Background: an optimization exercise with open tools, aiming at small area. Do not read the settings as production practice.
Function was checked by simulation only, so behaviour that the tests miss may differ from the original.
No activity file was given, so power comes from the tool's default toggle rates. No driver is modelled on the clock port, so clocking that relies on it looks cheaper here than on a real chip.

==> module top_mdio_slave, before the edit <==
module top_mdio_slave
(
   input  logic       mdc,
   input  logic       reset,
   input  logic       mdio,           
   input  logic [4:0] dev_addr,       
   output logic       mdio_data,      
   output logic       mdio_enable     
);
   localparam logic [15:0] ctrl_def = 16'h1140;
   localparam logic [15:0] id1      = 16'h2a5c;
   localparam logic [15:0] id2      = 16'h3e91;
   logic       pa;             
   logic       fr;             
   logic [4:0] cnt;
   logic       opb;            
   logic       mis;            
   logic [4:0] addr;           
   logic [3:0] ph;             
   logic [3:0] cap;            
   logic       en;
   always_ff @(posedge mdc or posedge reset)
   begin
      if (reset)
      begin
         pa <= 1'b0;
         fr <= 1'b0;
         en <= 1'b0;
         ph <= 4'd5;
      end
      else
      begin
         ph <= ph + 4'd1;
         en <= fr && !opb && (cnt >= 5'd14) && (cnt != 5'd31);
         if (!fr)
         begin
            if (mdio)
               pa <= 1'b1;
            else
            begin
               pa <= 1'b0;
               if (pa && cnt == 5'd31)
                  fr <= 1'b1;
            end
         end
         else
         begin
            case (cnt)
               5'd0:  if (!mdio) fr <= 1'b0;
               5'd2:  if (mdio == opb) fr <= 1'b0;
               5'd12: if (mis) fr <= 1'b0;
               5'd13: if (!mdio) fr <= 1'b0;
               5'd14: if (opb && mdio) fr <= 1'b0;
               5'd31: fr <= 1'b0;
               default: ;
            endcase
         end
      end
   end
   logic [7:0] dv;
   assign dv = {dev_addr[0], dev_addr[1], dev_addr[2], dev_addr[3], dev_addr[4], 3'b000};
   always_ff @(posedge mdc)
   begin
      if (!fr)
      begin
         if (!pa)
            cnt <= '0;
         else if (!mdio)
            cnt <= '0;
         else if (cnt != 5'd31)
            cnt <= cnt + 5'd1;
      end
      else
         cnt <= cnt + 5'd1;
      if (fr && (cnt == 5'd1 || cnt == 5'd2))
         opb <= mdio;
      if (fr && cnt >= 5'd3 && cnt <= 5'd7)
         mis <= ((cnt == 5'd3) ? 1'b0 : mis) | (mdio ^ dv[cnt[2:0]]);
      else if (fr && cnt == 5'd15)
         mis <= (addr == 5'd0) && mdio;         
      if (fr && cnt >= 5'd8 && cnt <= 5'd12)
         addr <= {addr[3:0], mdio};
      if (fr && cnt == 5'd11)
         cap <= ph;
   end
   logic win, mclr;
   logic wr_go, clr_go;
   assign wr_go  = fr && opb && ((cnt == 5'd14 && !mdio) || (cnt >= 5'd15 && cnt <= 5'd29));
   assign clr_go = fr && opb && ((cnt == 5'd15 && addr == 5'd0 && mdio) ||
                                 (cnt >= 5'd16 && cnt <= 5'd30 && mis));
   always_ff @(posedge mdc or posedge reset)
   begin
      if (reset)
      begin
         win  <= 1'b1;
         mclr <= 1'b1;
      end
      else if (ph == 4'd4)
      begin
         win  <= wr_go || clr_go;
         mclr <= clr_go;
      end
   end
   logic [14:0] dl;
   logic [15:0] taps;
   logic        dbit;
   logic        x;
   always_ff @(posedge mdc)
      dl <= {dl[13:0], opb ? mdio : x};
   assign taps = {dl, mdio};
   logic [15:0] tperm;
   logic [15:0] crot;
   genvar k;
   generate
      for (k = 0; k < 16; k++)
      begin : g_perm
         assign tperm[k] = taps[(17 - k) % 16];
         assign crot[k]  = ctrl_def[(20 - k) % 16];
      end
   endgenerate
   assign dbit = tperm[cap];
   logic [31:0][15:0] s;
   logic [31:0][3:0]  tq;        
   logic [31:0]       tsel;
   logic [3:0]        gsel;      
   logic [31:0]       rsel;      
   always_comb
   begin
      for (int i = 0; i < 4; i++)
         gsel[i] = cap[3:2] == 2'(i);
      for (int i = 0; i < 32; i++)
         rsel[i] = addr == 5'(i);
   end
   genvar r;
   generate
      for (r = 0; r < 32; r++)
      begin : g_reg
         if (r == 2 || r == 3)
         begin : g_id
            assign s[r]  = '0;
            assign tsel[r] = 1'b0;
         end
         else
         begin : g_ring
            logic wsel, wbit;
            assign wsel = win && (mclr || addr == 5'(r));
            if (r == 0)
               assign wbit = mclr ? crot[ph] : dbit;
            else
               assign wbit = !mclr && dbit;
            always_ff @(posedge mdc)
               s[r] <= {s[r][14:0], wsel ? wbit : s[r][15]};
            assign tq[r]   = {s[r][11], s[r][7], s[r][3], s[r][15]};
            assign tsel[r] = |(tq[r] & gsel);
         end
      end
   endgenerate
   logic y;
   logic [3:0] xs;
   assign x  = |(tsel & rsel);
   assign xs = {dl[2:0], x};
   assign y  = xs[cap[1:0]];
   logic idb;
   assign idb = addr[0] ? id2[~cnt[3:0]] : id1[~cnt[3:0]];
   assign mdio_data   = cnt[4] && ((addr[4:1] == 4'd1) ? idb : y);
   assign mdio_enable = en;
endmodule
clock: 10.0 ns
lec_check: 0
cap_margin: 20
core_margin: 2
core_utilization: 40
cts_buf_list: sky130_fd_sc_hd__clkbuf_16
cts_cluster_diameter: 90
cts_cluster_size: 32
slew_margin: 20
standard.sh (not shown) runs the stock make flow with config.mk's settings and CLKGATE_MAP_FILE= SYNTH_SCRIPT=/design/flow/synth_recipe.tcl, a recipe that flattens the netlist after the stock synthesis.
==> flow/flow/run.sh <==
#!/bin/bash
set -euo pipefail
export CTS_ARGS="-sink_clustering_enable -repair_clock_nets -sink_clustering_size 32 -sink_clustering_max_diameter 90 -buf_list sky130_fd_sc_hd__clkbuf_16 -dont_use_dummy_load"
bash standard.sh > standard_flow.log 2>&1
Edit:
--- a/flow/design.v
+++ b/flow/design.v
@@ -138,13 +138,4 @@
    logic [31:0][3:0]  tq;        
    logic [31:0]       tsel;
-   logic [3:0]        gsel;      
-   logic [31:0]       rsel;      
-   always_comb
-   begin
-      for (int i = 0; i < 4; i++)
-         gsel[i] = cap[3:2] == 2'(i);
-      for (int i = 0; i < 32; i++)
-         rsel[i] = addr == 5'(i);
-   end
    genvar r;
    generate
@@ -154,5 +145,5 @@
          begin : g_id
             assign s[r]  = '0;
-            assign tsel[r] = 1'b0;
+            assign tsel[r] = tsel[r - 2];
          end
          else
@@ -167,5 +158,5 @@
                s[r] <= {s[r][14:0], wsel ? wbit : s[r][15]};
             assign tq[r]   = {s[r][11], s[r][7], s[r][3], s[r][15]};
-            assign tsel[r] = |(tq[r] & gsel);
+            assign tsel[r] = tq[r][cap[3:2]];
          end
       end
@@ -173,5 +164,5 @@
    logic y;
    logic [3:0] xs;
-   assign x  = |(tsel & rsel);
+   assign x  = tsel[addr];
    assign xs = {dl[2:0], x};
    assign y  = xs[cap[1:0]];
The new run produced a clean layout.
Global-route usage goes down by 0.37 points.
Setup slack got worse by 0.42 ns.
Total power hardly moves.
Fmax shrinks by about 7%.
Synthesized cell count goes up by 2.8%.
Critical path depth does not change.
Wire length went down by 0.37%.
Cell count grows by about 2%.
Final area rose by 0.48%.

## afterwards: timing with drivers on the ports
Ports are ideal in the flow. The routed layouts listed here were re-timed in OpenROAD. Step 1: set_driving_cell puts a clkbuf_16 on mdc and a buf_2 on each other input, an assumption about the parent block. Step 2, shift: input delay + t, output delay - t, t = (earliest + latest rising clock arrival at the registers) / 2. This alone moves slack from input paths to output paths. a / b / c = ideal / step 1 / step 2; a / b = the first two.
| run | shift t [ns] | slack for setup (ns) | pins driven straight from the clock port |
|---|---|---|---|
| the first run | 0.560 | 4.260 / 4.214 / 4.774 | 1 |
| the second run | 0.573 | 3.845 / 3.796 / 4.369 | 1 |
After both steps setup and hold are still met in every run listed.
